What follows belongs to an exercise in optimizing a design on an open flow for small area; a production flow would make more cautious choices.
Only simulation tests tie the RTL to the original design; equivalence was not proved.
Power and IR drop assume default switching activity.

File: flow/config.mk
export PLATFORM = sky130hd
export DESIGN_NAME = rename_map
export DESIGN_NICKNAME = rename_map
export VERILOG_FILES = /design/flow/design.v
export SDC_FILE = /design/flow/constraint.sdc
export NUM_CORES = 4
export LEC_CHECK = 0
export CAP_MARGIN = 20
export CORE_MARGIN = 2
export CORE_UTILIZATION = 45
export SLEW_MARGIN = 20
export SYNTH_HIERARCHICAL = 1
File: flow/constraint.sdc
create_clock -name core_clock -period 8.5 [get_ports {i_clk}]
set_input_delay 1.7000 -clock core_clock [delete_from_list [all_inputs] [get_ports {i_clk}]]
set_output_delay 1.7000 -clock core_clock [all_outputs]
set_load 0.01 [all_outputs]
File: flow/design.v
module rm_g_ao222 (input logic a0, b0, a1, b1, a2, b2, output logic y);
  assign y = ~((a0 & b0) | (a1 & b1) | (a2 & b2));
endmodule
module rm_g_nand2 (input logic a, b, output logic y);
  assign y = ~(a & b);
endmodule
module rm_g_nand3 (input logic a, b, c, output logic y);
  assign y = ~(a & b & c);
endmodule
module rm_g_nand4 (input logic a, b, c, d, output logic y);
  assign y = ~(a & b & c & d);
endmodule
module rm_g_nor2 (input logic a, b, output logic y);
  assign y = ~(a | b);
endmodule
module rm_g_or3 (input logic a, b, c, output logic y);
  assign y = a | b | c;
endmodule
module rm_g_inv (input logic a, output logic y);
  assign y = ~a;
endmodule
module rm_g_mux2i (input logic a0, a1, s, output logic y);
  assign y = ~(s ? a1 : a0);
endmodule
module rm_dec5 (input logic [4:0] a, output logic [31:0] y);
  logic [4:0] an;
  logic [3:0] lo_n;    
  logic [7:0] hi_n;    
  for (genvar i = 0; i < 5; i++) begin : gi
    rm_g_inv u (.a(a[i]), .y(an[i]));
  end
  for (genvar i = 0; i < 4; i++) begin : gl
    rm_g_nand2 u (.a(((i >> 0) & 1) ? a[0] : an[0]), .b(((i >> 1) & 1) ? a[1] : an[1]), .y(lo_n[i]));
  end
  for (genvar i = 0; i < 8; i++) begin : gh
    rm_g_nand3 u (.a(((i >> 0) & 1) ? a[2] : an[2]), .b(((i >> 1) & 1) ? a[3] : an[3]), .c(((i >> 2) & 1) ? a[4] : an[4]),
                  .y(hi_n[i]));
  end
  for (genvar i = 0; i < 32; i++) begin : go
    rm_g_nor2 u (.a(lo_n[i % 4]), .b(hi_n[i / 4]), .y(y[i]));
  end
endmodule
module rm_dec6 (input logic [5:0] a, input logic en, output logic [63:0] y);
  logic [5:0] an;
  logic [7:0] lo_n;    
  logic [7:0] hi_n;    
  for (genvar i = 0; i < 6; i++) begin : gi
    rm_g_inv u (.a(a[i]), .y(an[i]));
  end
  for (genvar i = 0; i < 8; i++) begin : gl
    rm_g_nand4 u (.a(((i >> 0) & 1) ? a[0] : an[0]), .b(((i >> 1) & 1) ? a[1] : an[1]), .c(((i >> 2) & 1) ? a[2] : an[2]),
                  .d(en), .y(lo_n[i]));
  end
  for (genvar i = 0; i < 8; i++) begin : gh
    rm_g_nand3 u (.a(((i >> 0) & 1) ? a[3] : an[3]), .b(((i >> 1) & 1) ? a[4] : an[4]), .c(((i >> 2) & 1) ? a[5] : an[5]),
                  .y(hi_n[i]));
  end
  for (genvar i = 0; i < 64; i++) begin : go
    rm_g_nor2 u (.a(lo_n[i % 8]), .b(hi_n[i / 8]), .y(y[i]));
  end
endmodule
module rm_rd31 (input logic [31:1] s, input logic [31:1] d, output logic y);
  logic [10:0] t;
  for (genvar j = 0; j < 10; j++) begin : ga
    rm_g_ao222 u (.a0(s[3*j+1]), .b0(d[3*j+1]), .a1(s[3*j+2]), .b1(d[3*j+2]),
                  .a2(s[3*j+3]), .b2(d[3*j+3]), .y(t[j]));
  end
  rm_g_nand2 ul (.a(s[31]), .b(d[31]), .y(t[10]));
  logic [2:0] u;
  rm_g_nand4 c0 (.a(t[0]), .b(t[1]), .c(t[2]), .d(t[3]), .y(u[0]));
  rm_g_nand4 c1 (.a(t[4]), .b(t[5]), .c(t[6]), .d(t[7]), .y(u[1]));
  rm_g_nand3 c2 (.a(t[8]), .b(t[9]), .c(t[10]), .y(u[2]));
  rm_g_or3   c3 (.a(u[0]), .b(u[1]), .c(u[2]), .y(y));
endmodule
module rm_rd64 (input logic [63:0] s, input logic [63:0] d, output logic y);
  logic [21:0] t;
  for (genvar j = 0; j < 21; j++) begin : ga
    rm_g_ao222 u (.a0(s[3*j]), .b0(d[3*j]), .a1(s[3*j+1]), .b1(d[3*j+1]),
                  .a2(s[3*j+2]), .b2(d[3*j+2]), .y(t[j]));
  end
  rm_g_nand2 ul (.a(s[63]), .b(d[63]), .y(t[21]));
  logic [5:0] u;
  for (genvar j = 0; j < 5; j++) begin : gc
    rm_g_nand4 c (.a(t[4*j]), .b(t[4*j+1]), .c(t[4*j+2]), .d(t[4*j+3]), .y(u[j]));
  end
  rm_g_nand2 c5 (.a(t[20]), .b(t[21]), .y(u[5]));
  logic [2:0] v;
  rm_g_nor2 n0 (.a(u[0]), .b(u[1]), .y(v[0]));
  rm_g_nor2 n1 (.a(u[2]), .b(u[3]), .y(v[1]));
  rm_g_nor2 n2 (.a(u[4]), .b(u[5]), .y(v[2]));
  rm_g_nand3 n3 (.a(v[0]), .b(v[1]), .c(v[2]), .y(y));
endmodule
module rename_map #(
  parameter int NUM_AREGS = 32,
  parameter int NUM_PREGS = 128,
  parameter int CTRL_W    = 32,
  localparam int AW = $clog2(NUM_AREGS),
  localparam int PW = $clog2(NUM_PREGS)
) (
  input  logic                   i_clk,
  input  logic                   i_rst,
  input  logic [1:0]             i_valid,
  input  logic [1:0][AW-1:0]     i_src0,
  input  logic [1:0][AW-1:0]     i_src1,
  input  logic [1:0][AW-1:0]     i_dst,
  input  logic [1:0]             i_regwrite,
  input  logic [1:0][CTRL_W-1:0] i_ctrl,
  output logic                   o_ready,
  input  logic                   i_ready,
  output logic [1:0]             o_valid,
  output logic [1:0][PW-1:0]     o_psrc0,
  output logic [1:0][PW-1:0]     o_psrc1,
  output logic [1:0][PW-1:0]     o_pdst,
  output logic [1:0][PW-1:0]     o_old_pdst,
  output logic [1:0][CTRL_W-1:0] o_ctrl,
  input  logic [1:0]             i_free_valid,
  input  logic [1:0][PW-1:0]     i_free_preg,
  output logic [PW:0]            o_free_count,
  output logic                   o_err
);
  localparam int NB    = 64;                   
  localparam int NINIT = 96;                   
  logic [PW-1:0] rat    [1:31];
  logic [PW-1:0] bank_e [NB];
  logic [PW-1:0] bank_o [NB];
  logic [PW-1:0] head;
  logic [PW-1:0] count;
  logic          init_q;
  logic [1:0] alloc;
  logic [1:0] need;
  logic       accept, acc0, acc1;
  always_comb begin
    for (int k = 0; k < 2; k++)
      alloc[k] = i_valid[k] && i_regwrite[k] && (i_dst[k] != '0);
    need    = {alloc[0] & alloc[1], alloc[0] ^ alloc[1]};
    o_ready = ((o_valid == 2'b00) || i_ready) && (count >= PW'(need));
    accept  = (|i_valid) && o_ready;
    acc0    = accept && alloc[0];
    acc1    = accept && alloc[1];
  end
  logic [5:0]    ridx_e, ridx_o;
  logic [63:0]   rsel_e, rsel_o;
  logic [PW-1:0] rd_e, rd_o, rv_e, rv_o, new0, next0, new1;
  assign ridx_e = head[PW-1:1] + 6'(head[0]);
  assign ridx_o = head[PW-1:1];
  rm_dec6 u_rdec_e (.a(ridx_e), .en(1'b1), .y(rsel_e));
  rm_dec6 u_rdec_o (.a(ridx_o), .en(1'b1), .y(rsel_o));
  for (genvar b = 0; b < PW; b++) begin : g_flrd
    logic [63:0] de, dO;
    for (genvar i = 0; i < NB; i++) begin : gi
      assign de[i] = bank_e[i][b];
      assign dO[i] = bank_o[i][b];
    end
    rm_rd64 u_e (.s(rsel_e), .d(de), .y(rd_e[b]));
    rm_rd64 u_o (.s(rsel_o), .d(dO), .y(rd_o[b]));
  end
  always_comb begin
    rv_e  = (init_q && !({ridx_e, 1'b0} >= PW'(NINIT))) ? ({ridx_e, 1'b0} + PW'(NUM_AREGS)) : rd_e;
    rv_o  = (init_q && !({ridx_o, 1'b1} >= PW'(NINIT))) ? ({ridx_o, 1'b1} + PW'(NUM_AREGS)) : rd_o;
    new0  = head[0] ? rv_o : rv_e;
    next0 = head[0] ? rv_e : rv_o;
    new1  = alloc[0] ? next0 : new0;
  end
  logic [31:0] sel_s0 [2];
  logic [31:0] sel_s1 [2];
  logic [31:0] sel_d  [2];
  logic [PW-1:0] rs0 [2];
  logic [PW-1:0] rs1 [2];
  logic [PW-1:0] rdd [2];
  for (genvar k = 0; k < 2; k++) begin : g_rdec
    rm_dec5 u_s0 (.a(i_src0[k]), .y(sel_s0[k]));
    rm_dec5 u_s1 (.a(i_src1[k]), .y(sel_s1[k]));
    rm_dec5 u_d  (.a(i_dst[k]),  .y(sel_d[k]));
  end
  for (genvar b = 0; b < PW; b++) begin : g_ratrd
    logic [31:1] d;
    for (genvar a = 1; a < 32; a++) begin : ga
      assign d[a] = rat[a][b];
    end
    for (genvar k = 0; k < 2; k++) begin : gk
      rm_rd31 u_s0 (.s(sel_s0[k][31:1]), .d(d), .y(rs0[k][b]));
      rm_rd31 u_s1 (.s(sel_s1[k][31:1]), .d(d), .y(rs1[k][b]));
      rm_rd31 u_d  (.s(sel_d[k][31:1]),  .d(d), .y(rdd[k][b]));
    end
  end
  logic [1:0][PW-1:0] psrc0_n, psrc1_n, pdst_n, old_n;
  always_comb begin
    psrc0_n[0] = rs0[0];
    psrc1_n[0] = rs1[0];
    psrc0_n[1] = (alloc[0] && (i_src0[1] == i_dst[0])) ? new0 : rs0[1];
    psrc1_n[1] = (alloc[0] && (i_src1[1] == i_dst[0])) ? new0 : rs1[1];
    pdst_n[0] = alloc[0] ? new0 : '0;
    pdst_n[1] = alloc[1] ? new1 : '0;
    old_n[0]  = alloc[0] ? rdd[0] : '0;
    old_n[1]  = '0;
    if (alloc[1])
      old_n[1] = (alloc[0] && (i_dst[1] == i_dst[0])) ? new0 : rdd[1];
  end
  logic          rst_n;
  logic [PW-1:0] n0_n, n1_n;       
  logic [31:1]   w0_n, w1_n, rat_de;
  logic [PW-1:0] rat_d [1:31];
  assign rst_n = ~i_rst;
  always_comb begin
    n0_n = ~new0;
    n1_n = ~new1;
    n0_n[6:5] = ~(new0[6:5] & {2{rst_n}});
    n1_n[6:5] = ~(new1[6:5] & {2{rst_n}});
  end
  for (genvar a = 1; a < 32; a++) begin : g_ratwr
    rm_g_nand2 u_w0 (.a(acc0), .b(sel_d[0][a]), .y(w0_n[a]));
    rm_g_nand2 u_w1 (.a(acc1), .b(sel_d[1][a]), .y(w1_n[a]));
    rm_g_nand3 u_de (.a(rst_n), .b(w0_n[a]), .c(w1_n[a]), .y(rat_de[a]));
    for (genvar b = 0; b < PW; b++) begin : gb
      if (b >= 5) begin : g_hi
        rm_g_mux2i u_m (.a0(n1_n[b]), .a1(n0_n[b]), .s(w1_n[a]), .y(rat_d[a][b]));
      end else begin : g_lo
        logic m_n;
        rm_g_mux2i u_m (.a0(new1[b]), .a1(new0[b]), .s(w1_n[a]), .y(m_n));
        if ((a >> b) & 1) begin : g_one
          rm_g_nand2 u_r (.a(rst_n), .b(m_n), .y(rat_d[a][b]));
        end else begin : g_zero
          rm_g_nor2 u_r (.a(i_rst), .b(m_n), .y(rat_d[a][b]));
        end
      end
    end
  end
  always_ff @(posedge i_clk) begin
    for (int a = 1; a < 32; a++)
      if (rat_de[a]) rat[a] <= rat_d[a];
  end
  logic [1:0]    push_req;
  logic          push0, push1, drop, any_push, both_push;
  logic [PW-1:0] base, base1, count_n, head_n, tail, wd_first, wd_e, wd_o;
  logic [5:0]    widx_e, widx_o;
  logic          we_e, we_o;
  logic [63:0]   wsel_e, wsel_o;
  always_comb begin
    for (int k = 0; k < 2; k++)
      push_req[k] = i_free_valid[k] && (i_free_preg[k] != '0);
    base    = count - (accept ? PW'(need) : '0);
    push0   = push_req[0] && (base != PW'(NUM_PREGS-1));
    base1   = base + PW'(push0);
    push1   = push_req[1] && (base1 != PW'(NUM_PREGS-1));
    drop    = (push_req[0] && !push0) || (push_req[1] && !push1);
    count_n = base1 + PW'(push1);
    head_n  = head + (accept ? PW'(need) : '0);
    tail      = head + count;
    any_push  = push0 | push1;
    both_push = push0 & push1;
    wd_first  = push0 ? i_free_preg[0] : i_free_preg[1];
    widx_e    = tail[PW-1:1] + 6'(tail[0]);
    widx_o    = tail[PW-1:1];
    we_e      = tail[0] ? both_push : any_push;
    we_o      = tail[0] ? any_push : both_push;
    wd_e      = tail[0] ? i_free_preg[1] : wd_first;
    wd_o      = tail[0] ? wd_first : i_free_preg[1];
  end
  rm_dec6 u_wdec_e (.a(widx_e), .en(we_e), .y(wsel_e));
  rm_dec6 u_wdec_o (.a(widx_o), .en(we_o), .y(wsel_o));
  always_ff @(posedge i_clk) begin
    for (int i = 0; i < NB; i++) begin
      if (wsel_e[i]) bank_e[i] <= wd_e;
      if (wsel_o[i]) bank_o[i] <= wd_o;
    end
  end
  always_ff @(posedge i_clk) begin
    if (i_rst) begin
      head   <= '0;
      count  <= PW'(NINIT);
      init_q <= 1'b1;
      o_err  <= 1'b0;
    end else begin
      head  <= head_n;
      count <= count_n;
      if (head_n >= PW'(NINIT)) init_q <= 1'b0;
      if (drop) o_err <= 1'b1;
    end
  end
  always_ff @(posedge i_clk) begin
    if (i_rst)
      o_valid <= '0;
    else if (accept)
      o_valid <= i_valid;
    else if (i_ready)
      o_valid <= '0;
  end
  always_ff @(posedge i_clk) begin
    if (accept) begin
      o_psrc0    <= psrc0_n;
      o_psrc1    <= psrc1_n;
      o_pdst     <= pdst_n;
      o_old_pdst <= old_n;
      o_ctrl     <= i_ctrl;
    end
  end
  assign o_free_count = {1'b0, count};
endmodule
File: flow/run.sh
#!/bin/bash
# synth_recipe.tcl (not shown) runs the flow's synth.tcl, then flattens the netlist and writes it again
# the make line also repeats each setting of config.mk as NAME=value (left out here)
make -C /OpenROAD-flow-scripts/flow DESIGN_CONFIG=/design/flow/config.mk WORK_HOME=/design/flow/orfs CLKGATE_MAP_FILE= SYNTH_SCRIPT=/design/flow/synth_recipe.tcl finish
==> results of run 1 <==
[metal layers]
layer,wire (µm),GRT usage (%),vias to the layer above
li1,-,-,17500
met1,81100,44.5,21000
met2,89800,47.6,3558
met3,26000,8.89,519
met4,8990,12.5,10
met5,153,0.423,-
[metrics by stage]
step           setup WS, ns  setup TNS [ns]  instances  power [mW]  hold WS, ns
2_1_floorplan         -1.41        -1229.71       3769        8.42        0.464
3_3_place_gp         -0.764         -529.89       5732        9.64        0.498
3_5_place_dp         -0.774         -554.84       5732        9.63        0.502
4_1_cts          0.00000266               0       5968        15.3        0.517
5_1_grt             -0.0379           -1.04       5971        15.8        0.546
6_report              0.272               0       5973        15.3        0.516
[path summary, 6_finish.rpt]
kind              depth (start not counted)             to  startpoint
hold / removal                            2         init_q      init_q
setup / recovery                         33  bank_e[16][6]    i_dst[6]
hold reg to reg                           2         init_q      init_q
setup reg to reg                         16     rat[23][6]     head[1]
[area by class of cell]
type	count	area, µm²
Antenna cell	4	10.0
Clock buffer	153	3440
Clock inverter	83	902
Fill cell	9855	55300
Inverter	70	272
Multi-Input combinational cell	2433	17400
Sequential cell	1251	37400
Tap cell	1612	2020
Timing Repair Buffer	367	3580
[sequential cells by signal, summed over array words and instances (netlist names)]
| register | cells |
|---|---|
| bank_o | 448 |
| o_psrc0 | 14 |
| count | 7 |
| o_err | 1 |
| init_q | 1 |
| bank_e | 448 |
| o_pdst | 14 |
| rat | 217 |
| o_valid | 2 |
| o_old_pdst | 14 |
| o_psrc1 | 14 |
| o_ctrl | 64 |
| head | 7 |
[power breakdown]
part           switching (mW)  internal [mW]  leakage, nW
sequential              0.244           7.28         11.6
combinational            1.40          0.651         8.53
clock                    2.43           3.31         2.12
total                    4.08           11.2         22.2
[worst max-delay path, delay by kind of cell]
kind	cells	cell delay [ns]
AND/OR/NAND/NOR	10	2.29
adder cells (fa/ha/maj)	7	2.13
buffers and inverters	8	1.38
AO/OA/AOI/OAI	8	1.12
[timing repair]
action,4_1_cts,5_1_grt
setup endpoints to repair,14,898
buffers inserted,0,1
endpoints found under the hold margin,0,0
resized for setup,2,37
pin swaps,0,2
==> results_dict.tcl, run 1 <==
set metrics [dict create \
    cp-end-kind "flop" \
    max_freq_mhz 122 \
    drt_iter0_markers 10900 \
    std_cell_rows 127 \
    finalCriticalPeriod_ns 8.23 \
    syn-instance-count 3754 \
    critical_path_required_ns 8.92 \
    mostFrequentLayoutCells "edfxtp_1, a222oi_1, nor2_1, nand2_1, clkdlybuf4s50_1" \
    slowest_stage "fa_2" \
    die_x_um 353 \
    root_buffer "clkbuf_16" \
    nets 4396 \
    pin_count 249 \
    grt_max_degree 71 \
    cp_slowest_stage_delay_ns 0.55 \
    cts_tree "yes" \
    dp_hpwl_um 142000 \
    clockBufferDepth 3 \
    grt.overflow.total 0 \
    crit_fanout 8 \
    hold_class "reg -> reg" \
    r2r_slack_ns 1.72 \
    status "complete, no violations" \
    hold_viol_final 0 \
    crit_type "in -> reg" \
    fin_util_pct 54.1 \
    die-area_mm2 0.124 \
    fin_worst_skew_ns 0.0371 \
    postRouteAntennaNets 0 \
    vias 42600 \
    final_common_cell "edfxtp_1" \
    start_kind "input port" \
    clk_latency_ns 0.76 \
    core_mm2 0.120 \
    drive_gt1_share_pct 10.0 \
    relSlewSlack_pct 24.8 \
    h-tree-depth 4 \
    tightest_slew_ns 1.12 \
    max-vdd-ir-drop_uv 191 \
    rsz0062_at_grt "true" \
    start_util_pct 45.4 \
    wl_um 206000 \
    die_h_um 353 \
    final_area_mm2 0.0650 \
    drv_cap 0 \
    cts.sinks 1251 \
    grt_antenna_before_repair 12 \
    gp_congestion 1.10 \
    fin_crit_sh_pct 96.8 \
    ctsHoldBuffers 0 \
    grt_pass1_wl_um 289000 \
    finalSetupViolCount 0 \
    ys_warn_count 20 \
    io_buffers 247 \
    vias_per_cell 7.14 \
    cpMostUsedCell "buf_4" \
    p_per_area_mw_per_mm2 236 \
    avgRoutedWirePerCell_um 34.5 \
    drc_errors 0 \
    netlist_area_mm2 0.0547 \
    firstDrtPassIters 19 \
    p_leak_nw 22.2 \
    numCtsBuffers 130 \
    arrival_ns 8.65 \
    syn_area_per_cell_um2 14.6 \
    clk_pin_slew_ns 0.06 \
    dpl-instance-area_mm2 0.0605 \
    area_growth_pct 18.9 \
    report.final.slew_viol_count 0 \
    gr-usage-all-layers_pct 32.0 \
    grt_pass1_vias 39400 \
]
==> run 2: changes to the inputs <==
--- a/flow/config.mk
+++ b/flow/config.mk
@@ -6,7 +6,13 @@
 export NUM_CORES = 4
 export LEC_CHECK = 0
 export CAP_MARGIN = 20
+export CELL_PAD_IN_SITES_DETAIL_PLACEMENT = 1
+export CELL_PAD_IN_SITES_GLOBAL_PLACEMENT = 1
 export CORE_MARGIN = 2
 export CORE_UTILIZATION = 45
+export CTS_BUF_LIST = sky130_fd_sc_hd__clkbuf_16
+export CTS_CLUSTER_DIAMETER = 100
+export CTS_CLUSTER_SIZE = 26
+export PLACE_DENSITY = 0.52
 export SLEW_MARGIN = 20
 export SYNTH_HIERARCHICAL = 1
==> results_dict.tcl, run 2 <==
set metrics [dict create \
    crit_type "in -> reg" \
    grt_antenna_before_repair 10 \
    gr-usage-all-layers_pct 34.1 \
    critical_path_required_ns 8.95 \
    report.final.slew_viol_count 0 \
    fin_setup_tns_ns 0 \
    grt.overflow.total 0 \
    finalSetupViolCount 0 \
    clk_pin_slew_ns 0.10 \
    drive_gt1_share_pct 8.95 \
    ctsHoldBuffers 0 \
    die_h_um 353 \
    seq_area_mm2 0.0374 \
    dp_hpwl_um 153000 \
    drv_cap 0 \
    vias_per_cell 7.22 \
    syn-instance-count 3754 \
    cp_slowest_stage_delay_ns 0.55 \
    cts.sinks 1251 \
    core_mm2 0.120 \
    avgRoutedWirePerCell_um 37.6 \
    p_leak_nw 21.0 \
    multiInputGateArea_mm2 0.0176 \
    fillerInstances 11700 \
    h-tree-depth 2 \
    clockBufferDepth 3 \
    io_buffers 247 \
    crit_fanout 8 \
    std_cell_rows 127 \
    max-vdd-ir-drop_uv 216 \
    crit_family "simple AND/OR/NAND/NOR gates" \
    nets 4336 \
    numCtsBuffers 57 \
    root_buffer "clkbuf_16" \
    largestRegisters "bank_e: 448 flops, bank_o: 448 flops, rat: 217 flops" \
    slowest_stage "fa_2" \
    cpMostUsedCell "buf_4" \
    fin_crit_sh_pct 95.7 \
    grt_max_degree 71 \
    syn_area_per_cell_um2 14.6 \
    pin_count 249 \
    status "complete, no violations" \
    cp-end-kind "flop" \
    arrival_ns 8.59 \
    vias 42100 \
    die-area_mm2 0.124 \
    drc_errors 0 \
    relSlewSlack_pct 18.1 \
    grt_pass1_wl_um 307000 \
    wl_um 219000 \
    drt_iter0_markers 8448 \
    rsz0062_at_grt "false" \
    p_per_area_mw_per_mm2 206 \
    ys_warn_count 20 \
    postRouteAntennaNets 0 \
    fin_worst_skew_ns 0.0362 \
    firstDrtPassIters 14 \
    fin_util_pct 52.0 \
    finalCriticalPeriod_ns 8.13 \
    mostFrequentLayoutCells "edfxtp_1, a222oi_1, nor2_1, nand2_1, clkdlybuf4s50_1" \
    clk_latency_ns 0.74 \
    gp_congestion 1.09 \
    start_kind "input port" \
    critPathBufInv 8 \
    hold_class "reg -> reg" \
    start_util_pct 45.4 \
    cts_tree "yes" \
    tightest_slew_ns 1.22 \
    hold_viol_final 0 \
    max_freq_mhz 123 \
    netlist_area_mm2 0.0547 \
    final_common_cell "edfxtp_1" \
    die_x_um 353 \
    grt_pass1_vias 40300 \
    area_growth_pct 14.3 \
    holdWs_ns 0.524 \
]
==> run 2: final cells by class <==
type	count	share of cell area, %
multi-input cells	2433	28.1
flip-flops and latches	1251	59.8
clock buffers	58	2.32
well taps	1612	3.23
diodes	2	0.00801
repair buffers	380	5.75
clock inverters	20	0.334
inverters	70	0.434
==> run 2: path summary, 6_finish.rpt <==
path | from | end | slack [ns] | cells after the start
worst max-delay path | i_dst[9] | bank_e[28][4] | 0.37 | 33
worst min-delay path | init_q | init_q | 0.52 | 2
worst max register to register | head[1] | rat[11][6] | 1.97 | 16
worst min register to register | init_q | init_q | 0.52 | 2
==> run 2: what timing repair did <==
item                       in CTS  in global routing
setup endpoints to repair       0                897
buffers inserted                0                  0
gates resized for setup         0                 98
==> run 2: worst reg2reg max path, stage by stage, from the launching register on <==
cell and delay (ns):
dfxtp_1 0.61, ha_1 0.27, ha_1 0.19, xor2_1 0.44, inv_1 0.17, nand4_1 0.34
buf_4 0.28, nor2_1 0.14, a222oi_1 0.48, nand4_1 0.34, nor2_1 0.30, nand3_1 0.23
mux2i_1 0.64, mux2i_1 0.48, nand2_1 0.69, buf_4 0.48, mux2i_1 0.19
==> run 2: report_power, final <==
part | switching, mW | leakage [nW] | internal [mW] | total (mW)
clock | 1.94 | 0.842 | 1.27 | 3.20
sequential | 0.265 | 11.6 | 7.27 | 7.54
combinational | 1.47 | 8.55 | 0.654 | 2.12
==> run 2: layer usage <==
metal | global-route usage [%] | share of wire [%]
met5 | 0 | 0.012
met4 | 13.9 | 4.6
met3 | 5.87 | 10
met2 | 53.2 | 45
met1 | 47.5 | 40
==> run 2: per-stage QoR <==
step	power (mW)	setup slack, ns	cells	area [µm²]
CTS	12.9	0.111	5824	62200
global placement	9.70	-0.419	5746	60600
finish	12.9	0.366	5826	62500
global route	13.2	0.0286	5824	62500
detailed placement	9.72	-0.611	5746	60600
floorplan	8.42	-1.41	3769	54900
==> run 3: changes to the inputs <==
--- a/flow/design.v
+++ b/flow/design.v
@@ -128,15 +128,22 @@
   logic          init_q;
   logic [1:0] alloc;
   logic [1:0] need;
-  logic       accept, acc0, acc1;
+  logic       accept, acc0, acc1, take_any, take_one;
+  logic       cnt_ge1, cnt_ge2, cnt_126, cnt_127;
   always_comb begin
     for (int k = 0; k < 2; k++)
       alloc[k] = i_valid[k] && i_regwrite[k] && (i_dst[k] != '0);
     need    = {alloc[0] & alloc[1], alloc[0] ^ alloc[1]};
-    o_ready = ((o_valid == 2'b00) || i_ready) && (count >= PW'(need));
+    cnt_ge1 = (count != '0);
+    cnt_ge2 = (count[PW-1:1] != '0);
+    cnt_126 = (count == PW'(NUM_PREGS-2));
+    cnt_127 = (count == PW'(NUM_PREGS-1));
+    o_ready = ((o_valid == 2'b00) || i_ready) && (need[1] ? cnt_ge2 : (need[0] ? cnt_ge1 : 1'b1));
     accept  = (|i_valid) && o_ready;
     acc0    = accept && alloc[0];
     acc1    = accept && alloc[1];
+    take_any = acc0 | acc1;              
+    take_one = acc0 ^ acc1;              
   end
   logic [5:0]    ridx_e, ridx_o;
   logic [63:0]   rsel_e, rsel_o;
@@ -197,31 +204,31 @@
       old_n[1] = (alloc[0] && (i_dst[1] == i_dst[0])) ? new0 : rdd[1];
   end
   logic          rst_n;
-  logic [PW-1:0] n0_n, n1_n;       
+  logic [PW-1:0] n0_lo_n, n1_lo_n;    
+  logic [PW-1:0] n0_hi_n, n1_hi_n;    
   logic [31:1]   w0_n, w1_n, rat_de;
   logic [PW-1:0] rat_d [1:31];
   assign rst_n = ~i_rst;
-  always_comb begin
-    n0_n = ~new0;
-    n1_n = ~new1;
-    n0_n[6:5] = ~(new0[6:5] & {2{rst_n}});
-    n1_n[6:5] = ~(new1[6:5] & {2{rst_n}});
+  for (genvar b = 0; b < PW; b++) begin : g_bus
+    rm_g_nand2 u_l0 (.a(new0[b]), .b(rst_n), .y(n0_lo_n[b]));
+    rm_g_nand2 u_l1 (.a(new1[b]), .b(rst_n), .y(n1_lo_n[b]));
+    if (b < 5) begin : g_h
+      rm_g_nor2 u_h0 (.a(new0[b]), .b(i_rst), .y(n0_hi_n[b]));
+      rm_g_nor2 u_h1 (.a(new1[b]), .b(i_rst), .y(n1_hi_n[b]));
+    end else begin : g_nh
+      assign n0_hi_n[b] = 1'b0;
+      assign n1_hi_n[b] = 1'b0;
+    end
   end
   for (genvar a = 1; a < 32; a++) begin : g_ratwr
     rm_g_nand2 u_w0 (.a(acc0), .b(sel_d[0][a]), .y(w0_n[a]));
     rm_g_nand2 u_w1 (.a(acc1), .b(sel_d[1][a]), .y(w1_n[a]));
     rm_g_nand3 u_de (.a(rst_n), .b(w0_n[a]), .c(w1_n[a]), .y(rat_de[a]));
     for (genvar b = 0; b < PW; b++) begin : gb
-      if (b >= 5) begin : g_hi
-        rm_g_mux2i u_m (.a0(n1_n[b]), .a1(n0_n[b]), .s(w1_n[a]), .y(rat_d[a][b]));
-      end else begin : g_lo
-        logic m_n;
-        rm_g_mux2i u_m (.a0(new1[b]), .a1(new0[b]), .s(w1_n[a]), .y(m_n));
-        if ((a >> b) & 1) begin : g_one
-          rm_g_nand2 u_r (.a(rst_n), .b(m_n), .y(rat_d[a][b]));
-        end else begin : g_zero
-          rm_g_nor2 u_r (.a(i_rst), .b(m_n), .y(rat_d[a][b]));
-        end
+      if ((a >> b) & 1) begin : g_one
+        rm_g_mux2i u_m (.a0(n1_hi_n[b]), .a1(n0_hi_n[b]), .s(w1_n[a]), .y(rat_d[a][b]));
+      end else begin : g_zero
+        rm_g_mux2i u_m (.a0(n1_lo_n[b]), .a1(n0_lo_n[b]), .s(w1_n[a]), .y(rat_d[a][b]));
       end
     end
   end
@@ -231,20 +238,22 @@
   end
   logic [1:0]    push_req;
   logic          push0, push1, drop, any_push, both_push;
-  logic [PW-1:0] base, base1, count_n, head_n, tail, wd_first, wd_e, wd_o;
+  logic [PW-1:0] base, count_n, head_n, tail, wd_first, wd_e, wd_o;
   logic [5:0]    widx_e, widx_o;
   logic          we_e, we_o;
   logic [63:0]   wsel_e, wsel_o;
+  logic base_127, base_126;
   always_comb begin
     for (int k = 0; k < 2; k++)
       push_req[k] = i_free_valid[k] && (i_free_preg[k] != '0);
-    base    = count - (accept ? PW'(need) : '0);
-    push0   = push_req[0] && (base != PW'(NUM_PREGS-1));
-    base1   = base + PW'(push0);
-    push1   = push_req[1] && (base1 != PW'(NUM_PREGS-1));
-    drop    = (push_req[0] && !push0) || (push_req[1] && !push1);
-    count_n = base1 + PW'(push1);
-    head_n  = head + (accept ? PW'(need) : '0);
+    base_127 = cnt_127 && !take_any;
+    base_126 = (cnt_126 && !take_any) || (cnt_127 && take_one);
+    push0    = push_req[0] && !base_127;
+    push1    = push_req[1] && !(push0 ? base_126 : base_127);
+    drop     = (push_req[0] && !push0) || (push_req[1] && !push1);
+    base     = count - (accept ? PW'(need) : '0);
+    count_n  = base + PW'(push0) + PW'(push1);
+    head_n   = head + (accept ? PW'(need) : '0);
     tail      = head + count;
     any_push  = push0 | push1;
     both_push = push0 & push1;
==> flow/flow/run.sh (new file) <==
#!/bin/bash
# Layout flow: the standard ORFS flow (standard.sh, unchanged synthesis and steps), with
# two arguments changed through ORFS's own variables:
#  - BUFFER_PORTS_ARGS: the port buffers that global placement inserts on every input and
#    output use sky130_fd_sc_hd__buf_1 instead of the resizer's default choice
#    (clkdlybuf4s50_1); repair_design still resizes any that need more drive;
set -euo pipefail
export BUFFER_PORTS_ARGS="-buffer_cell sky130_fd_sc_hd__buf_1"
export CTS_ARGS="-sink_clustering_enable -repair_clock_nets -buf_list sky130_fd_sc_hd__clkbuf_16 -sink_clustering_size 26 -sink_clustering_max_diameter 100 -dont_use_dummy_load"
bash standard.sh finish > flow.log 2>&1
==> flow/standard.sh (new file) <==
#!/bin/bash
# synth_recipe.tcl (not shown) runs the flow's synth.tcl, then flattens the netlist and writes it again
# the make line also repeats each setting of config.mk as NAME=value (left out here)
make -C /OpenROAD-flow-scripts/flow DESIGN_CONFIG=/design/flow/config.mk WORK_HOME=/design/flow/orfs CLKGATE_MAP_FILE= SYNTH_SCRIPT=/design/flow/synth_recipe.tcl "${@:-finish}"
--- a/flow/config.mk
+++ b/flow/config.mk
@@ -10,9 +10,6 @@
 export CELL_PAD_IN_SITES_GLOBAL_PLACEMENT = 1
 export CORE_MARGIN = 2
 export CORE_UTILIZATION = 45
-export CTS_BUF_LIST = sky130_fd_sc_hd__clkbuf_16
-export CTS_CLUSTER_DIAMETER = 100
-export CTS_CLUSTER_SIZE = 26
 export PLACE_DENSITY = 0.52
 export SLEW_MARGIN = 20
 export SYNTH_HIERARCHICAL = 1
removed: flow/run.sh
==> results_dict.tcl, run 3 <==
set metrics [dict create \
    path_cells "buf_1 -> or4_1 -> o211ai_1 -> buf_4 -> clkinv_1 -> buf_4 -> ha_1 -> nor4bb_1 -> a31oi_1 -> o22a_1 -> o21a_4 -> nand2_1 -> ha_1 -> a21oi_1 -> o21ai_0 -> a221oi_1 -> buf_4 -> nand4_1 -> nor2_1" \
    seq_area_mm2 0.0374 \
    drc_errors 0 \
    p_int_mw 8.87 \
    max_freq_mhz 140 \
    wl_um 232000 \
    netlist_area_mm2 0.0541 \
    nets 4137 \
    die-area_mm2 0.123 \
    io_buffers 247 \
    finalSetupViolCount 0 \
    status "complete, no violations" \
    die_x_um 351 \
    critical_path_required_ns 8.84 \
    largestRegisters "bank_e: 448 flops, bank_o: 448 flops, rat: 217 flops" \
    tightest_slew_ns 1.24 \
    p_switching_mw 3.59 \
    rr_worst_depth 14 \
    drv_cap 0 \
    vias_per_cell 7.53 \
    gr-usage-all-layers_pct 36.6 \
    clockPowerShare_pct 23.8 \
    drive_gt1_share_pct 4.34 \
    crit_type "in -> reg" \
    hold_class "reg -> reg" \
    std_cell_rows 127 \
    whs_path_depth 2 \
    grt_antenna_before_repair 11 \
    cp-end-kind "flop" \
    crit_fanout 10 \
    swShare_pct 28.8 \
    drt_iter0_markers 10100 \
    start_kind "input port" \
    relSlewSlack_pct 17.6 \
    cts_resized 0 \
    avgRoutedWirePerCell_um 41.4 \
    arrival_ns 7.46 \
    report.final.slew_viol_count 0 \
    firstDrtPassIters 22 \
    gp_congestion 1.11 \
    critPathBufInv 5 \
    fin_util_pct 49.3 \
    fillerInstances 11800 \
    clockBufferDepth 3 \
    grt_pass1_wl_um 317000 \
    hold_viol_final 0 \
    cp_slowest_stage_delay_ns 0.87 \
    instances_no_fill 5599 \
    cpMostUsedCell "buf_4" \
    clk_pin_slew_ns 0.11 \
    die_h_um 351 \
    ys_warn_count 20 \
    p_seq_share_pct 60.9 \
    cts.sinks 1251 \
    slowest_stage "nor2_1" \
    pin_count 249 \
    max-vdd-ir-drop_uv 241 \
    postRouteAntennaNets 0 \
    grt.overflow.total 0 \
    post_cts_buffers 0 \
    rsz0062_at_grt "false" \
    syn-instance-count 3617 \
    crit_family "simple AND/OR/NAND/NOR gates" \
    syn_area_per_cell_um2 15.0 \
    grt_pass1_vias 40000 \
    mostFrequentLayoutCells "edfxtp_1, a222oi_1, nor2_1, buf_1, mux2i_1" \
    fin_worst_skew_ns 0.0652 \
    start_util_pct 45.2 \
    h-tree-depth 2 \
    area_growth_pct 9.02 \
    crit_cells 19 \
    pwr-share-comb_pct 15.3 \
    cts_tree "yes" \
    final_common_cell "edfxtp_1" \
    p_leak_nw 19.5 \
    fin_setup_tns_ns 0 \
    fin_crit_sh_pct 83.8 \
    finalCriticalPeriod_ns 7.12 \
    ctsHoldBuffers 0 \
    root_buffer "clkbuf_16" \
    core_mm2 0.120 \
    clk_latency_ns 0.71 \
    p_per_area_mw_per_mm2 211 \
    dpl.cell_count 5541 \
    vias 42100 \
    multiInputGateArea_mm2 0.0166 \
    dp_hpwl_um 165000 \
    numCtsBuffers 56 \
    grt_max_degree 65 \
]
## run 3: through the flow
stage                     setup slack [ns]  hold slack (ns)  instance area, µm²  total power [mW]
after floorplan                      0.567            0.462               54200              8.43
after global placement               0.880            0.513               57600              9.52
after detailed placement             0.854            0.514               57600              9.56
after CTS                             1.53            0.534               59000              12.4
after global routing                  1.22            0.590               59000              12.7
final                                 1.38            0.541               59000              12.5
## run 3: final cells by class
cell class / count / area share (%)
sequential: 1251 / 63.3
tap: 1612 / 3.42
clock buffer: 56 / 2.37
inverter: 75 / 0.481
antenna: 2 / 0.00848
timing repair buffer: 306 / 2.32
multi-input combinational: 2297 / 28.1
## run 3: worst min-delay path, delay by kind of cell, from the launching register on
kind / cells / cell delay [ns]
DFF: 1 / 0.36
AOI/OAI and AO/OA: 1 / 0.09
and+or+nand+nor: 1 / 0.05
## run 3: final timing paths
check	startpoint	endpoint	slack, ns
hold / removal	init_q	init_q	0.54
setup / recovery	i_dst[7]	bank_e[6][1]	1.38
hold reg to reg	init_q	init_q	0.54
setup reg to reg	head[1]	rat[9][6]	1.58
## run 3: layer usage
layer	part of all wire, %	track usage [%]	up-vias
met5	0.082	0.824	-
met4	5.3	15.9	16
met3	13	10.2	622
met2	43	54.0	3430
met1	39	50.5	21400
li1	-	-	16700
## run 3: power by group through the flow
stage	logic, mW	clock network (mW)	registers [mW]
floorplan	0.828	0	7.61
global placement	1.82	0	7.70
detailed placement	1.85	0	7.70
CTS	1.86	3.02	7.56
global route	1.98	3.17	7.60
finish	1.90	2.97	7.59
==> run 4: changes to the inputs <==
--- a/flow/design.v
+++ b/flow/design.v
@@ -1,6 +1,12 @@
 module rm_g_ao222 (input logic a0, b0, a1, b1, a2, b2, output logic y);
   assign y = ~((a0 & b0) | (a1 & b1) | (a2 & b2));
 endmodule
+module rm_g_ao22 (input logic a0, b0, a1, b1, output logic y);
+  assign y = ~((a0 & b0) | (a1 & b1));
+endmodule
+module rm_g_a21o (input logic a, b, c, output logic y);
+  assign y = (a & b) | c;
+endmodule
 module rm_g_nand2 (input logic a, b, output logic y);
   assign y = ~(a & b);
 endmodule
@@ -120,7 +126,8 @@
 );
   localparam int NB    = 64;                   
   localparam int NINIT = 96;                   
-  logic [PW-1:0] rat    [1:31];
+  logic [PW-1:0] rat_x  [1:31];        
+  logic [PW-1:0] rat    [1:31];        
   logic [PW-1:0] bank_e [NB];
   logic [PW-1:0] bank_o [NB];
   logic [PW-1:0] head;
@@ -190,51 +197,89 @@
       rm_rd31 u_d  (.s(sel_d[k][31:1]),  .d(d), .y(rdd[k][b]));
     end
   end
-  logic [1:0][PW-1:0] psrc0_n, psrc1_n, pdst_n, old_n;
+  logic       hold_o;
+  logic       byp0, byp1, same_d;
+  logic [2:0] sel_ps0, sel_ps1, sel_pd1, sel_od1;   
+  logic [1:0] sel_pd0, sel_od0;                     
   always_comb begin
-    psrc0_n[0] = rs0[0];
-    psrc1_n[0] = rs1[0];
-    psrc0_n[1] = (alloc[0] && (i_src0[1] == i_dst[0])) ? new0 : rs0[1];
-    psrc1_n[1] = (alloc[0] && (i_src1[1] == i_dst[0])) ? new0 : rs1[1];
-    pdst_n[0] = alloc[0] ? new0 : '0;
-    pdst_n[1] = alloc[1] ? new1 : '0;
-    old_n[0]  = alloc[0] ? rdd[0] : '0;
-    old_n[1]  = '0;
-    if (alloc[1])
-      old_n[1] = (alloc[0] && (i_dst[1] == i_dst[0])) ? new0 : rdd[1];
+    hold_o  = !accept;
+    byp0    = alloc[0] && (i_src0[1] == i_dst[0]);
+    byp1    = alloc[0] && (i_src1[1] == i_dst[0]);
+    same_d  = alloc[0] && (i_dst[1] == i_dst[0]);
+    sel_ps0 = {hold_o, accept && byp0, accept && !byp0};      
+    sel_ps1 = {hold_o, accept && byp1, accept && !byp1};
+    sel_pd0 = {hold_o, acc0};                                  
+    sel_od0 = {hold_o, acc0};                                  
+    sel_pd1 = {hold_o, acc1 && alloc[0], acc1 && !alloc[0]};   
+    sel_od1 = {hold_o, acc1 && same_d, acc1 && !same_d};       
+  end
+  logic [PW-1:0] ps0_x, ps1_x, pd0_x, pd1_x, od0_x, od1_x;     
+  logic [PW-1:0] ps0_d, ps1_d, pd0_d, pd1_d, od0_d, od1_d;
+  logic [PW-1:0] ps0_v, ps1_v, pd0_v, pd1_v, od0_v, od1_v;
+  for (genvar b = 0; b < PW; b++) begin : g_of
+    rm_g_inv    i_ps0 (.a(ps0_x[b]), .y(ps0_v[b]));
+    rm_g_inv    i_ps1 (.a(ps1_x[b]), .y(ps1_v[b]));
+    rm_g_inv    i_pd0 (.a(pd0_x[b]), .y(pd0_v[b]));
+    rm_g_inv    i_pd1 (.a(pd1_x[b]), .y(pd1_v[b]));
+    rm_g_inv    i_od0 (.a(od0_x[b]), .y(od0_v[b]));
+    rm_g_inv    i_od1 (.a(od1_x[b]), .y(od1_v[b]));
+    rm_g_ao222  m_ps0 (.a0(sel_ps0[2]), .b0(ps0_v[b]), .a1(sel_ps0[1]), .b1(new0[b]),
+                       .a2(sel_ps0[0]), .b2(rs0[1][b]), .y(ps0_d[b]));
+    rm_g_ao222  m_ps1 (.a0(sel_ps1[2]), .b0(ps1_v[b]), .a1(sel_ps1[1]), .b1(new0[b]),
+                       .a2(sel_ps1[0]), .b2(rs1[1][b]), .y(ps1_d[b]));
+    rm_g_ao22   m_pd0 (.a0(sel_pd0[1]), .b0(pd0_v[b]), .a1(sel_pd0[0]), .b1(new0[b]),
+                       .y(pd0_d[b]));
+    rm_g_ao222  m_pd1 (.a0(sel_pd1[2]), .b0(pd1_v[b]), .a1(sel_pd1[1]), .b1(next0[b]),
+                       .a2(sel_pd1[0]), .b2(new0[b]), .y(pd1_d[b]));
+    rm_g_ao22   m_od0 (.a0(sel_od0[1]), .b0(od0_v[b]), .a1(sel_od0[0]), .b1(rdd[0][b]),
+                       .y(od0_d[b]));
+    rm_g_ao222  m_od1 (.a0(sel_od1[2]), .b0(od1_v[b]), .a1(sel_od1[1]), .b1(new0[b]),
+                       .a2(sel_od1[0]), .b2(rdd[1][b]), .y(od1_d[b]));
+  end
+  always_ff @(posedge i_clk) begin
+    ps0_x <= ps0_d;
+    ps1_x <= ps1_d;
+    pd0_x <= pd0_d;
+    pd1_x <= pd1_d;
+    od0_x <= od0_d;
+    od1_x <= od1_d;
   end
+  always_ff @(posedge i_clk) begin
+    if (accept) begin
+      o_psrc0[0] <= rs0[0];
+      o_psrc1[0] <= rs1[0];
+      o_ctrl     <= i_ctrl;
+    end
+  end
+  assign o_psrc0[1]    = ps0_v;
+  assign o_psrc1[1]    = ps1_v;
+  assign o_pdst[0]     = pd0_v;
+  assign o_pdst[1]     = pd1_v;
+  assign o_old_pdst[0] = od0_v;
+  assign o_old_pdst[1] = od1_v;
   logic          rst_n;
-  logic [PW-1:0] n0_lo_n, n1_lo_n;    
-  logic [PW-1:0] n0_hi_n, n1_hi_n;    
-  logic [31:1]   w0_n, w1_n, rat_de;
+  logic [PW-1:0] n1_lo, n1_hi;        
+  logic [31:1]   w1, w0_n, w0s, hold_r;
   logic [PW-1:0] rat_d [1:31];
   assign rst_n = ~i_rst;
   for (genvar b = 0; b < PW; b++) begin : g_bus
-    rm_g_nand2 u_l0 (.a(new0[b]), .b(rst_n), .y(n0_lo_n[b]));
-    rm_g_nand2 u_l1 (.a(new1[b]), .b(rst_n), .y(n1_lo_n[b]));
-    if (b < 5) begin : g_h
-      rm_g_nor2 u_h0 (.a(new0[b]), .b(i_rst), .y(n0_hi_n[b]));
-      rm_g_nor2 u_h1 (.a(new1[b]), .b(i_rst), .y(n1_hi_n[b]));
-    end else begin : g_nh
-      assign n0_hi_n[b] = 1'b0;
-      assign n1_hi_n[b] = 1'b0;
-    end
+    assign n1_lo[b] = new1[b] & rst_n;
+    assign n1_hi[b] = new1[b] | i_rst;
   end
   for (genvar a = 1; a < 32; a++) begin : g_ratwr
+    rm_g_a21o  u_w1 (.a(acc1), .b(sel_d[1][a]), .c(i_rst), .y(w1[a]));
     rm_g_nand2 u_w0 (.a(acc0), .b(sel_d[0][a]), .y(w0_n[a]));
-    rm_g_nand2 u_w1 (.a(acc1), .b(sel_d[1][a]), .y(w1_n[a]));
-    rm_g_nand3 u_de (.a(rst_n), .b(w0_n[a]), .c(w1_n[a]), .y(rat_de[a]));
+    rm_g_nor2  u_ws (.a(w0_n[a]), .b(w1[a]), .y(w0s[a]));
+    rm_g_nor2  u_h  (.a(w0s[a]), .b(w1[a]), .y(hold_r[a]));
     for (genvar b = 0; b < PW; b++) begin : gb
-      if ((a >> b) & 1) begin : g_one
-        rm_g_mux2i u_m (.a0(n1_hi_n[b]), .a1(n0_hi_n[b]), .s(w1_n[a]), .y(rat_d[a][b]));
-      end else begin : g_zero
-        rm_g_mux2i u_m (.a0(n1_lo_n[b]), .a1(n0_lo_n[b]), .s(w1_n[a]), .y(rat_d[a][b]));
-      end
+      rm_g_inv   u_i (.a(rat_x[a][b]), .y(rat[a][b]));
+      rm_g_ao222 u_m (.a0(hold_r[a]), .b0(rat[a][b]), .a1(w0s[a]), .b1(new0[b]),
+                      .a2(w1[a]), .b2(((a >> b) & 1) ? n1_hi[b] : n1_lo[b]), .y(rat_d[a][b]));
     end
   end
   always_ff @(posedge i_clk) begin
     for (int a = 1; a < 32; a++)
-      if (rat_de[a]) rat[a] <= rat_d[a];
+      rat_x[a] <= rat_d[a];
   end
   logic [1:0]    push_req;
   logic          push0, push1, drop, any_push, both_push;
@@ -294,14 +339,5 @@
     else if (i_ready)
       o_valid <= '0;
   end
-  always_ff @(posedge i_clk) begin
-    if (accept) begin
-      o_psrc0    <= psrc0_n;
-      o_psrc1    <= psrc1_n;
-      o_pdst     <= pdst_n;
-      o_old_pdst <= old_n;
-      o_ctrl     <= i_ctrl;
-    end
-  end
   assign o_free_count = {1'b0, count};
 endmodule
==> results_dict.tcl, run 4 <==
set metrics [dict create \
    status "complete, no violations" \
    h-tree-depth 2 \
    grt.overflow.total 0 \
    clk_latency_ns 0.74 \
    grt_antenna_before_repair 7 \
    drv_cap 0 \
    relSlewSlack_pct 17.5 \
    max-vdd-ir-drop_uv 176 \
    finalCriticalPeriod_ns 7.61 \
    vias_per_cell 7.36 \
    area_growth_pct 9.15 \
    fin_crit_sh_pct 89.5 \
    syn-instance-count 3900 \
    largestRegisters "bank_e: 448 flops, bank_o: 448 flops, rat_x: 217 flops" \
    vias 42600 \
    power_mw 12.5 \
    p_leak_nw 19.4 \
    clockPowerShare_pct 24.3 \
    final_common_cell "edfxtp_1" \
    root_buffer "clkbuf_16" \
    fin_worst_skew_ns 0.104 \
    clockBufferDepth 3 \
    drc_errors 0 \
    postRouteAntennaNets 0 \
    finalSetupViolCount 0 \
    grt_max_degree 65 \
    critical_path_required_ns 8.87 \
    die-area_mm2 0.120 \
    mostFrequentLayoutCells "edfxtp_1, a222oi_1, nor2_1, inv_1, dfxtp_1" \
    pwr-share-comb_pct 17.5 \
    clk_pin_slew_ns 0.10 \
    std_cell_rows 125 \
    nets 4413 \
    rsz0062_at_grt "false" \
    grt_pass1_vias 40700 \
    max_freq_mhz 131 \
    cts_resized 0 \
    p_int_mw 8.77 \
    hold_class "reg -> reg" \
    firstDrtPassIters 15 \
    grt_pass1_wl_um 299000 \
    core_mm2 0.116 \
    ys_warn_count 25 \
    dp_hpwl_um 150000 \
    arrival_ns 7.98 \
    post_cts_buffers 0 \
    fin_util_pct 49.6 \
    gp_congestion 1.05 \
    swShare_pct 29.6 \
    cp-end-kind "flop" \
    final_area_mm2 0.0577 \
    numCtsBuffers 57 \
    cts.sinks 1251 \
    drt_iter0_markers 9657 \
    die_x_um 347 \
    crit_type "in -> reg" \
    crit_fanout 22 \
    io_buffers 247 \
    cts_tree "yes" \
    die_h_um 347 \
    p_per_area_mw_per_mm2 216 \
    start_util_pct 45.4 \
    p_seq_share_pct 58.2 \
    syn_area_per_cell_um2 13.5 \
    start_kind "input port" \
    ctsHoldBuffers 0 \
    tightest_slew_ns 1.23 \
    fillerInstances 11800 \
    gr-usage-all-layers_pct 33.9 \
    wl_um 210000 \
    avgRoutedWirePerCell_um 36.3 \
    netlist_area_mm2 0.0528 \
    fin_setup_tns_ns 0 \
    drive_gt1_share_pct 3.97 \
    hold_viol_final 0 \
    p_switching_mw 3.69 \
    report.final.slew_viol_count 0 \
    pin_count 249 \
    dpl-instance-area_mm2 0.0562 \
]
## run 4: changes by cell type in the layout (fill, tap and decap cells not counted), moves of 40 or more
cell,previous run,this run
a222oi_1,714,959
dfxtp_1,18,277
edfxtp_1,1233,974
inv_1,73,329
mux2i_1,239,18
nand2_1,179,139
nor2_1,510,577
## run 4: power by group through the flow
| stage | clock network (mW) | logic (mW) | registers, mW |
|---|---|---|---|
| final | 3.03 | 2.18 | 7.25 |
| after global routing | 3.27 | 2.28 | 7.28 |
| after CTS | 3.10 | 2.12 | 7.25 |
| after detailed placement | 0 | 2.12 | 7.39 |
| after global placement | 0 | 2.08 | 7.38 |
| after floorplan | 0 | 1.06 | 7.37 |
## run 4: stage by stage
step	std cells	hold WS [ns]	worst slack, ns
detailed placement	5728	0.478	0.367
global route	5785	0.506	0.791
floorplan	3915	0.518	0.603
finish	5787	0.491	0.895
global placement	5728	0.467	0.602
CTS	5785	0.491	1.12
## run 4: path summary, 6_finish.rpt
check / startpoint / endpoint / slack, ns / depth (start not counted)
setup / recovery: i_dst[2] / bank_e[40][2] / 0.89 / 15
hold / removal: pd0_x[0] / pd0_x[0] / 0.49 / 2
setup reg to reg: head[1] / rat_x[27][1] / 2.46 / 16
hold reg to reg: pd0_x[0] / pd0_x[0] / 0.49 / 2
## run 4: critical path, stage by stage
cell and delay [ns]:
buf_1 0.24, or4_4 0.60, o211ai_4 0.30, inv_4 0.12
ha_1 0.32, nor4b_1 0.14, a31oi_1 0.31, o211a_4 0.49
nand2_1 0.35, ha_1 0.38, mux2i_1 0.25, o21ai_0 0.17
a21oi_1 0.66, nand4_1 1.01, nor2_1 0.91
## run 4: area by class of cell
| class | instances | area (µm²) | share of cell area [%] |
|---|---|---|---|
| Sequential cell | 1251 | 34800 | 60.3 |
| Inverter | 335 | 1260 | 2.19 |
| Tap cell | 1524 | 1910 | 3.31 |
| Timing Repair Buffer | 299 | 1320 | 2.29 |
| Clock buffer | 57 | 1430 | 2.47 |
| Antenna cell | 2 | 5.00 | 0.00868 |
| Multi-Input combinational cell | 2319 | 17000 | 29.4 |
## run 4: layer usage
metal	routed length [µm]	up-vias	part of all wire [%]	track usage (%)
met1	85800	21800	41	47.5
met2	92900	2654	44	51.6
li1	-	17800	-	-
met3	21900	412	10	6.83
met5	39	-	0.019	0
met4	9670	6	4.6	13.8
==> run 5: changes to the inputs <==
--- a/flow/design.v
+++ b/flow/design.v
@@ -1,8 +1,8 @@
 module rm_g_ao222 (input logic a0, b0, a1, b1, a2, b2, output logic y);
   assign y = ~((a0 & b0) | (a1 & b1) | (a2 & b2));
 endmodule
-module rm_g_ao22 (input logic a0, b0, a1, b1, output logic y);
-  assign y = ~((a0 & b0) | (a1 & b1));
+module rm_g_a22o (input logic a0, b0, a1, b1, output logic y);
+  assign y = (a0 & b0) | (a1 & b1);
 endmodule
 module rm_g_a21o (input logic a, b, c, output logic y);
   assign y = (a & b) | c;
@@ -213,25 +213,23 @@
     sel_pd1 = {hold_o, acc1 && alloc[0], acc1 && !alloc[0]};   
     sel_od1 = {hold_o, acc1 && same_d, acc1 && !same_d};       
   end
-  logic [PW-1:0] ps0_x, ps1_x, pd0_x, pd1_x, od0_x, od1_x;     
+  logic [PW-1:0] ps0_x, ps1_x, pd1_x, od1_x;                 
   logic [PW-1:0] ps0_d, ps1_d, pd0_d, pd1_d, od0_d, od1_d;
   logic [PW-1:0] ps0_v, ps1_v, pd0_v, pd1_v, od0_v, od1_v;
   for (genvar b = 0; b < PW; b++) begin : g_of
     rm_g_inv    i_ps0 (.a(ps0_x[b]), .y(ps0_v[b]));
     rm_g_inv    i_ps1 (.a(ps1_x[b]), .y(ps1_v[b]));
-    rm_g_inv    i_pd0 (.a(pd0_x[b]), .y(pd0_v[b]));
     rm_g_inv    i_pd1 (.a(pd1_x[b]), .y(pd1_v[b]));
-    rm_g_inv    i_od0 (.a(od0_x[b]), .y(od0_v[b]));
     rm_g_inv    i_od1 (.a(od1_x[b]), .y(od1_v[b]));
     rm_g_ao222  m_ps0 (.a0(sel_ps0[2]), .b0(ps0_v[b]), .a1(sel_ps0[1]), .b1(new0[b]),
                        .a2(sel_ps0[0]), .b2(rs0[1][b]), .y(ps0_d[b]));
     rm_g_ao222  m_ps1 (.a0(sel_ps1[2]), .b0(ps1_v[b]), .a1(sel_ps1[1]), .b1(new0[b]),
                        .a2(sel_ps1[0]), .b2(rs1[1][b]), .y(ps1_d[b]));
-    rm_g_ao22   m_pd0 (.a0(sel_pd0[1]), .b0(pd0_v[b]), .a1(sel_pd0[0]), .b1(new0[b]),
+    rm_g_a22o   m_pd0 (.a0(sel_pd0[1]), .b0(pd0_v[b]), .a1(sel_pd0[0]), .b1(new0[b]),
                        .y(pd0_d[b]));
     rm_g_ao222  m_pd1 (.a0(sel_pd1[2]), .b0(pd1_v[b]), .a1(sel_pd1[1]), .b1(next0[b]),
                        .a2(sel_pd1[0]), .b2(new0[b]), .y(pd1_d[b]));
-    rm_g_ao22   m_od0 (.a0(sel_od0[1]), .b0(od0_v[b]), .a1(sel_od0[0]), .b1(rdd[0][b]),
+    rm_g_a22o   m_od0 (.a0(sel_od0[1]), .b0(od0_v[b]), .a1(sel_od0[0]), .b1(rdd[0][b]),
                        .y(od0_d[b]));
     rm_g_ao222  m_od1 (.a0(sel_od1[2]), .b0(od1_v[b]), .a1(sel_od1[1]), .b1(new0[b]),
                        .a2(sel_od1[0]), .b2(rdd[1][b]), .y(od1_d[b]));
@@ -239,18 +237,28 @@
   always_ff @(posedge i_clk) begin
     ps0_x <= ps0_d;
     ps1_x <= ps1_d;
-    pd0_x <= pd0_d;
+    pd0_v <= pd0_d;
     pd1_x <= pd1_d;
-    od0_x <= od0_d;
+    od0_v <= od0_d;
     od1_x <= od1_d;
   end
-  always_ff @(posedge i_clk) begin
-    if (accept) begin
-      o_psrc0[0] <= rs0[0];
-      o_psrc1[0] <= rs1[0];
-      o_ctrl     <= i_ctrl;
+  logic [PW-1:0]          ps00_d, ps10_d;
+  logic [1:0][CTRL_W-1:0] ctrl_d;
+  for (genvar b = 0; b < PW; b++) begin : g_o0
+    rm_g_a22o m0 (.a0(accept), .b0(rs0[0][b]), .a1(hold_o), .b1(o_psrc0[0][b]), .y(ps00_d[b]));
+    rm_g_a22o m1 (.a0(accept), .b0(rs1[0][b]), .a1(hold_o), .b1(o_psrc1[0][b]), .y(ps10_d[b]));
+  end
+  for (genvar k = 0; k < 2; k++) begin : g_ck
+    for (genvar b = 0; b < CTRL_W; b++) begin : gb
+      rm_g_a22o m (.a0(accept), .b0(i_ctrl[k][b]), .a1(hold_o), .b1(o_ctrl[k][b]),
+                   .y(ctrl_d[k][b]));
     end
   end
+  always_ff @(posedge i_clk) begin
+    o_psrc0[0] <= ps00_d;
+    o_psrc1[0] <= ps10_d;
+    o_ctrl     <= ctrl_d;
+  end
   assign o_psrc0[1]    = ps0_v;
   assign o_psrc1[1]    = ps1_v;
   assign o_pdst[0]     = pd0_v;
@@ -312,10 +320,23 @@
   end
   rm_dec6 u_wdec_e (.a(widx_e), .en(we_e), .y(wsel_e));
   rm_dec6 u_wdec_o (.a(widx_o), .en(we_o), .y(wsel_o));
+  logic [63:0]   wkeep_e, wkeep_o;
+  logic [PW-1:0] bank_e_d [NB];
+  logic [PW-1:0] bank_o_d [NB];
+  for (genvar i = 0; i < NB; i++) begin : g_flwr
+    rm_g_inv ike (.a(wsel_e[i]), .y(wkeep_e[i]));
+    rm_g_inv iko (.a(wsel_o[i]), .y(wkeep_o[i]));
+    for (genvar b = 0; b < PW; b++) begin : gb
+      rm_g_a22o me (.a0(wsel_e[i]), .b0(wd_e[b]), .a1(wkeep_e[i]), .b1(bank_e[i][b]),
+                    .y(bank_e_d[i][b]));
+      rm_g_a22o mo (.a0(wsel_o[i]), .b0(wd_o[b]), .a1(wkeep_o[i]), .b1(bank_o[i][b]),
+                    .y(bank_o_d[i][b]));
+    end
+  end
   always_ff @(posedge i_clk) begin
     for (int i = 0; i < NB; i++) begin
-      if (wsel_e[i]) bank_e[i] <= wd_e;
-      if (wsel_o[i]) bank_o[i] <= wd_o;
+      bank_e[i] <= bank_e_d[i];
+      bank_o[i] <= bank_o_d[i];
     end
   end
   always_ff @(posedge i_clk) begin
==> results_dict.tcl, run 5 <==
set metrics [dict create \
    die-area_mm2 0.118 \
    fin_ws_ns 1.28 \
    power_mw 15.1 \
    gp_congestion 1.10 \
    root_buffer "clkbuf_16" \
    slowest_stage "nor2_1" \
    dp_hpwl_um 167000 \
    drv_cap 0 \
    ys_warn_count 27 \
    p_per_area_mw_per_mm2 265 \
    holdPathEnd "o_ctrl[55]" \
    cts_resized 0 \
    nets 5501 \
    r2r-start "head[1]" \
    critPathBufInv 2 \
    multiInputGateArea_mm2 0.0255 \
    syn-instance-count 4995 \
    fin_setup_tns_ns 0 \
    pwr-share-comb_pct 24.2 \
    max-vdd-ir-drop_uv 205 \
    cts.sinks 1251 \
    relSlewSlack_pct 21.5 \
    area_growth_pct 9.36 \
    final_common_cell "dfxtp_1" \
    drc_errors 0 \
    gr-usage-all-layers_pct 38.4 \
    p_leak_nw 22.1 \
    fin_worst_skew_ns 0.132 \
    fillerInstances 12600 \
    hold_class "reg -> reg" \
    finalSetupViolCount 0 \
    vias_per_cell 7.57 \
    min_from "o_ctrl[55]" \
    p_switching_mw 5.08 \
    io_buffers 247 \
    post_cts_buffers 0 \
    critical_path_required_ns 9.13 \
    pre_cts_ws_ns 0.765 \
    r2r-end "rat_x[10][6]" \
    cp_slowest_stage_delay_ns 0.92 \
    grt_pass1_vias 48700 \
    cp-end-kind "flop" \
    die_x_um 344 \
    max_freq_mhz 139 \
    whs_path_depth 1 \
    crit_fanout 24 \
    grt_pass1_wl_um 343000 \
    p_seq_share_pct 55.2 \
    avgRoutedWirePerCell_um 34.7 \
    rr_worst_depth 13 \
    pin_count 249 \
    p_int_mw 10.0 \
    finalCriticalPeriod_ns 7.22 \
    arrival_ns 7.85 \
    drive_gt1_share_pct 2.65 \
    ctsHoldBuffers 0 \
    final_area_mm2 0.0569 \
    fin_crit_sh_pct 84.9 \
    cts_tree "yes" \
    instances_no_fill 6866 \
    clockPowerShare_pct 20.6 \
    vias 52000 \
    netlist_area_mm2 0.0520 \
    core_mm2 0.115 \
    h-tree-depth 2 \
    report.final.slew_viol_count 0 \
    firstDrtPassIters 20 \
    grt_antenna_before_repair 16 \
    dpl.cell_count 6802 \
    syn_area_per_cell_um2 10.4 \
    crit_type "in -> reg" \
    wl_um 238000 \
    largestRegisters "bank_e: 448 flops, bank_o: 448 flops, rat_x: 217 flops" \
    std_cell_rows 124 \
    rsz0062_at_grt "false" \
    grt_max_degree 65 \
    hold_viol_final 0 \
    seq_area_mm2 0.0250 \
    status "complete, no violations" \
    tightest_slew_ns 1.18 \
    grt.overflow.total 0 \
    dpl-instance-area_mm2 0.0554 \
    r2r_slack_ns 2.32 \
    path_cells "buf_1 -> or3_1 -> o311a_1 -> ha_1 -> and4b_1 -> a31oi_1 -> o211a_4 -> nand2_1 -> ha_1 -> mux2i_1 -> nor2_1 -> a21oi_1 -> and2b_1 -> maj3_1 -> nand4_1 -> nor2_1 -> inv_1 -> a22o_1" \
    clk_pin_slew_ns 0.10 \
    clk_latency_ns 0.75 \
    postRouteAntennaNets 0 \
    swShare_pct 33.7 \
    crit_family "simple AND/OR/NAND/NOR gates" \
    clockBufferDepth 3 \
    timing.critical_path.from "i_dst[7]" \
    numCtsBuffers 58 \
    die_h_um 344 \
    drt_iter0_markers 10200 \
    mostFrequentLayoutCells "dfxtp_1, a22o_1, a222oi_1, nor2_1, inv_1" \
    start_util_pct 45.4 \
    start_kind "input port" \
]
## run 5: cell count changes in the layout (fill, tap and decap cells not counted), sizes merged, moves of 3 or more
cell	previous run	this run
diode	2	5
edfxtp	974	0
a22o	0	988
a31oi	6	2
buf	298	292
dfxtp	277	1251
inv	335	446
nor2b	10	13
nand4	188	192
a22oi	14	0
## run 5: worst reg2reg max path: stages, from the launching register on
cell	delay (ns)
dfxtp_1	0.66
ha_1	0.30
ha_1	0.20
xor2_1	0.38
nand4_1	0.93
nor2_1	0.78
a222oi_1	0.21
nand4_1	0.21
nor2_1	0.14
nand3_1	0.20
mux2i_1	0.25
a211oi_4	0.93
buf_4	0.56
a222oi_1	0.18
## run 5: area by class of cell
| cell class | count | share of cell area, % |
|---|---|---|
| Clock buffer | 58 | 2.55 |
| Antenna cell | 5 | 0.0220 |
| Sequential cell | 1251 | 44.0 |
| Inverter | 446 | 2.95 |
| Tap cell | 1512 | 3.33 |
| Multi-Input combinational cell | 3301 | 44.8 |
| Timing Repair Buffer | 293 | 2.31 |
## run 5: through the flow
step                      hold WS (ns)  util [%]
final                            0.475      49.7
after global routing             0.492      49.7
after CTS                        0.478      49.6
after detailed placement         0.451      48.4
after global placement           0.451      48.3
after floorplan                  0.438         -
## run 5: routing by layer
metal	share of wire (%)	track usage, %
met5	0.013	0.160
met4	6.0	18.7
met3	11	8.79
met1	41	52.0
met2	43	57.8
## run 5: power by group through the flow
stage | Clock [mW] | Sequential (mW) | Combinational (mW)
5_1_grt | 3.36 | 8.48 | 3.86
3_3_place_gp | 0 | 8.39 | 3.42
3_5_place_dp | 0 | 8.40 | 3.55
6_report | 3.11 | 8.34 | 3.65
2_1_floorplan | 0 | 8.09 | 2.27
4_1_cts | 3.15 | 8.30 | 3.56
## run 5: worst max path at each step
| stage | end | slack, ns | cells after the start |
|---|---|---|---|
| 6_report | bank_o[41][5] | 1.28 | 18 |
| 5_1_grt | bank_o[41][3] | 1.07 | 18 |
| 4_1_cts | bank_o[41][5] | 1.50 | 19 |
| 3_5_place_dp | bank_o[41][5] | 0.77 | 19 |
| 3_3_place_gp | bank_e[32][4] | 0.90 | 19 |
| 2_1_floorplan | count[6] | 0.30 | 24 |

[static timing again, ports no longer ideal]
In the flow no input, the clock included, has a driving cell. The finished layouts below were timed again as built, in two steps.
Step 1: set_driving_cell puts a clkbuf_16 on i_clk and a buf_2 on each other input, an assumption about the parent block.
Step 2 adds t to the input delays and takes it off the output delays; t is the mean of the earliest and latest rising clock arrival at the registers after step 1. Input paths then give back, and output paths get back, about the clock's delay inside the block.
Three values: ideal ports, drivers, drivers and shift; two values: the first two.
run	shift t [ns]	slack for setup (ns)	worst setup path after step 2	worst data-port slew with drivers (ns)	pins driven straight from the clock port
run 1	0.811	0.272 / 0.315 / -0.496	input to register	0.12	1
run 2	0.798	0.366 / 0.417 / -0.381	input to register	0.08	1
run 3	0.746	1.379 / 1.420 / 0.673	input to register	0.15	1
run 4	0.766	0.895 / 0.951 / 0.184	input to register	0.06	1
run 5	0.761	1.280 / 1.325 / 0.564	input to register	0.12	1
Met with ideal ports but missed after step 2: setup timing in run 1 and run 2. For run 1, which loses most, drivers alone change the setup slack by +0.043 ns; drivers and shift together by -0.768 ns.
